From an optimization exercise on the open Yosys and OpenROAD flow, aimed at small area, a short achievable clock period and few clock cycles per item; shortcuts taken in it are not production practice. At most, simulation tests tie the RTL to the original design; equivalence was not proved. Power and IR drop assume default switching activity.

==> inputs of job 987 <==
## adc_channel_smoother_deadband
module adc_channel_smoother_deadband #(
  parameter int unsigned CHANNELS    = 64,
  parameter int unsigned SAMPLE_BITS = 12
) (
  input  logic         clk_i,
  input  logic         rst_ni,
  input  logic         sample_valid_i,
  output logic         sample_ready_o,
  input  logic         sample_kind_i,
  input  logic [5:0]   sample_channel_i,
  input  logic [11:0]  sample_raw_i,
  input  logic         sample_force_i,
  output logic         report_valid_o,
  input  logic         report_ready_i,
  output logic [5:0]   report_channel_o,
  output logic [15:0]  report_scaled_o,
  output logic [11:0]  report_smoothed_o,
  input  logic         cfg_valid_i,
  output logic         cfg_ready_o,
  input  logic         cfg_index_i,
  input  logic [63:0]  cfg_data_i
);
  localparam int unsigned QDepth = 5;             
  localparam int unsigned Cap    = QDepth + 1;    
  logic [63:0] en_q;
  logic        en_set_q;
  logic [11:0] db_q;
  assign cfg_ready_o = 1'b1;
  always_ff @(posedge clk_i) begin
    if (cfg_valid_i && !cfg_index_i) begin
      en_q <= cfg_data_i;
    end
  end
  ...
clock: 13.0 ns
lec_check: 0
cap_margin: 20
core_margin: 2
core_utilization: 40
cts_buf_list: sky130_fd_sc_hd__clkbuf_16
cts_cluster_diameter: 100
cts_cluster_size: 28
slew_margin: 20
standard.sh (not shown) runs the stock make flow with config.mk's settings and CLKGATE_MAP_FILE= SYNTH_SCRIPT=/design/flow/synth_recipe.tcl, a recipe that flattens the netlist after the stock synthesis.
==> flow/flow/run.sh <==
#!/bin/bash
# Layout: the standard flow (standard.sh), with two changes to how the layout is
# made: the port buffers are buf_2 cells, and timing repair aims at a slack margin
# below the fixed 13 ns period, so that the paths are sized for a short achieved period.
# The clock period and constraints are the standard flow's, unchanged.
set -euo pipefail
bash standard.sh \
  "BUFFER_PORTS_ARGS=-buffer_cell sky130_fd_sc_hd__buf_2" \
  "SETUP_SLACK_MARGIN=${ACSD_SETUP_MARGIN:-8.8}" \
  finish > standard_flow.log 2>&1
==> inputs of job 6987, as changes to job 987 <==
==> flow/flow/run.sh (replaced) <==
#!/bin/bash
# Layout: the standard flow (standard.sh), with two changes to how the layout is
# made: the port buffers are buf_2 cells, and timing repair aims at a slack margin
# below the fixed 13 ns period, so that the paths are sized for a short achieved period.
# The clock period and constraints are the standard flow's, unchanged.
set -euo pipefail
bash standard.sh \
  "BUFFER_PORTS_ARGS=-buffer_cell sky130_fd_sc_hd__buf_2" \
  "SETUP_SLACK_MARGIN=${ACSD_SETUP_MARGIN:-9.0}" \
  finish > standard_flow.log 2>&1
CORE_UTILIZATION = 50   (was 40)
==> inputs of job 7806, as changes to job 987 <==
--- a/flow/design.v
+++ b/flow/design.v
@@ -248,14 +248,15 @@
   end
   logic [63:0][11:0] avg_q, last_q;
   logic [63:0]       seeded_q;
   logic              seeds_ok_q;
   logic        r1_v_q, r1_sd_q, r1_frc_q, r2_v_q;
   logic [5:0]  r1_ch_q, r2_ch_q;
   logic [11:0] r1_avg_q, r2_last_q;
+  logic [11:0] r1w_avg_q, r2w_last_q;
   logic [63:0] sel0;
   logic [7:0][11:0] avg_grp, last_grp;
   logic [7:0]  en_grp, sd_grp;
   logic [11:0] avg_rd, last_rd;
   logic        en_rd, sd_rd;
   always_comb begin
     for (int g = 0; g < 8; g++) begin
@@ -312,16 +313,15 @@
   end
   always_ff @(posedge clk_i) begin
     sd1_q   <= seeds_ok_q && sd_rd;
     frc1_q  <= frc0_q;
     ch1_q   <= ch0_q;
     raw1_q  <= raw0_q;
     db1_q   <= db_q;
-    avg1_q  <= !(seeds_ok_q && sd_rd) ? raw0_q :
-               (r1_v_q && (r1_ch_q == ch0_q)) ? r1_avg_q : avg_rd;
+    avg1_q  <= (r1_v_q && (r1_ch_q == ch0_q)) ? r1_avg_q : avg_rd;
     last1_q <= (r2_v_q && (r2_ch_q == ch0_q)) ? r2_last_q : last_rd;
     fwd1_q  <= v1_q && (ch1_q == ch0_q);
   end
   logic [11:0] avg_s1, new_s1;
   assign avg_s1 = fwd1_q ? r1_avg_q : avg1_q;
   acsd_update u_update (
     .avg_i (avg_s1),
@@ -337,15 +337,18 @@
       r1_v_q <= v1_q;
     end
   end
   always_ff @(posedge clk_i) begin
     r1_sd_q  <= sd1_q;
     r1_frc_q <= frc1_q;
     r1_ch_q  <= ch1_q;
-    r1_avg_q <= new_s1;
+    r1_avg_q <= sd1_q ? new_s1 : raw1_q;
+    if (v1_q) begin
+      r1w_avg_q <= sd1_q ? new_s1 : raw1_q;
+    end
     db2_q    <= db1_q;
     last2_q  <= (r2_v_q && (r2_ch_q == ch1_q)) ? r2_last_q : last1_q;
     fwd2_q   <= r1_v_q && (r1_ch_q == ch1_q);
   end
   logic [11:0] last_s2;
   logic [13:0] up_d, dn_d;
   logic        hit, push, ret2;
@@ -379,37 +382,40 @@
     end else begin
       r2_v_q <= r1_v_q;
     end
   end
   always_ff @(posedge clk_i) begin
     r2_ch_q   <= r1_ch_q;
     r2_last_q <= (r1_sd_q && !hit) ? last_s2 : r1_avg_q;
+    if (r1_v_q) begin
+      r2w_last_q <= (r1_sd_q && !hit) ? last_s2 : r1w_avg_q;
+    end
   end
   for (genvar i = 0; i < 64; i++) begin : g_state
     always_ff @(posedge clk_i) begin
       if (r1_v_q && (r1_ch_q == 6'(i))) begin
-        avg_q[i] <= r1_avg_q;
+        avg_q[i] <= r1w_avg_q;
       end
       if (r2_v_q && (r2_ch_q == 6'(i))) begin
-        last_q[i] <= r2_last_q;
+        last_q[i] <= r2w_last_q;
       end
     end
   end
   logic [11:0] out_n;
   logic [3:0]  out_q;
   logic        pop;
   acsd_fifo #(
     .Depth (QDepth)
   ) u_fifo (
     .clk_i     (clk_i),
     .rst_ni    (rst_ni),
     .cand_i    (r1_v_q && r1_sd_q),
     .push_i    (push),
     .push_ch_i (r1_ch_q),
-    .push_n_i  (r1_avg_q),
+    .push_n_i  (r1w_avg_q),
     .ready_i   (report_ready_i),
     .valid_o   (report_valid_o),
     .ch_o      (report_channel_o),
     .n_o       (out_n),
     .q_o       (out_q)
   );
   assign report_smoothed_o = out_n;
==> flow/run.sh (new file) <==
#!/bin/bash
# synth_recipe.tcl (not shown) runs the flow's synth.tcl, then flattens the netlist and writes it again
# the make line also repeats each setting of config.mk as NAME=value (left out here)
make -C /OpenROAD-flow-scripts/flow DESIGN_CONFIG=/design/flow/config.mk WORK_HOME=/design/flow/orfs CLKGATE_MAP_FILE= SYNTH_SCRIPT=/design/flow/synth_recipe.tcl finish
CTS_BUF_LIST = not set   (was sky130_fd_sc_hd__clkbuf_16)
CTS_CLUSTER_DIAMETER = not set   (was 100)
CTS_CLUSTER_SIZE = not set   (was 28)
removed: flow/flow/run.sh
removed: flow/standard.sh
==> qor summary <==
metric                                                               job 987                 job 7806                 job 6987
Antenna cells                                                              0                        3                        3
Sequential portion of the cell area                                    0.704                    0.672                    0.708
Largest vdd supply drop                                               190 uV                   111 uV                   173 uV
Number of DRC markers in iteration 0                                   5,251                    5,039                    4,790
Post-Syn Area per Cell                                            16.5 sq um               16.6 sq um               16.5 sq um
Post-synthesis cell area                                        74,100 sq um             75,100 sq um             74,100 sq um
Total power draw                                                     13.1 mW                  13.5 mW                  13.2 mW
Total Routed Length                                          198,000 microns          209,000 microns          199,000 microns
# placed instances                                                     6,993                    7,040                    6,434
Overall via count from detail_route                                   42,400                   43,700                   42,200
Run status                                           complete, no violations  complete, no violations  complete, no violations
Maximum clock skew at final layout                                 0.0351 ns                0.0409 ns                0.0548 ns
RSZ-0062 raised after global routing                                   false                    false                     true
Static power due to leakage                                          25.2 nW                  26.9 nW                  25.3 nW
Proportion of power drawn by flip-flops and latches                    0.605                    0.527                    0.600
Sinks on Clock Net                                                     1,973                    1,997                    1,973
Clock period minus final worst setup slack                           4.08 ns                  4.89 ns                  3.91 ns
Max transition margin                                                  0.258                    0.200                    0.243
Testbench counts of job 987, summed over its fixed seeds: cycles 24,353, items 24,000.
Testbench counts of job 6987, summed over its fixed seeds: cycles 24,353, items 24,000.
No functional check of the RTL was part of job 7806.

[afterwards: timing with drivers on the ports]
In the flow no input, the clock included, has a driving cell. The finished layouts below were timed again as built, in two steps. Step 1, drivers: a clkbuf_16 drives clk_i and a buf_2 each remaining input, both assumed. Step 2 also shifts input and output timing later by t, the mid clock arrival at the registers, as if the neighbouring blocks saw the same clock. a / b / c = ideal / step 1 / step 2; a / b = the first two.
run	shift t [ns]	slack for setup (ns)	clock arrival spread, ns	cell pins on the clock port's net
job 987	0.806	8.922 / 8.922 / 8.332	0.055 / 0.055	1
job 6987	0.806	9.087 / 9.003 / 8.511	0.055 / 0.055	1
job 7806	0.910	8.112 / 8.112 / 7.961	0.044 / 0.044	1
After both steps every run listed still meets setup and hold. For job 987, which loses most, drivers alone change the setup slack by 0.000 ns; drivers and shift together by -0.590 ns.
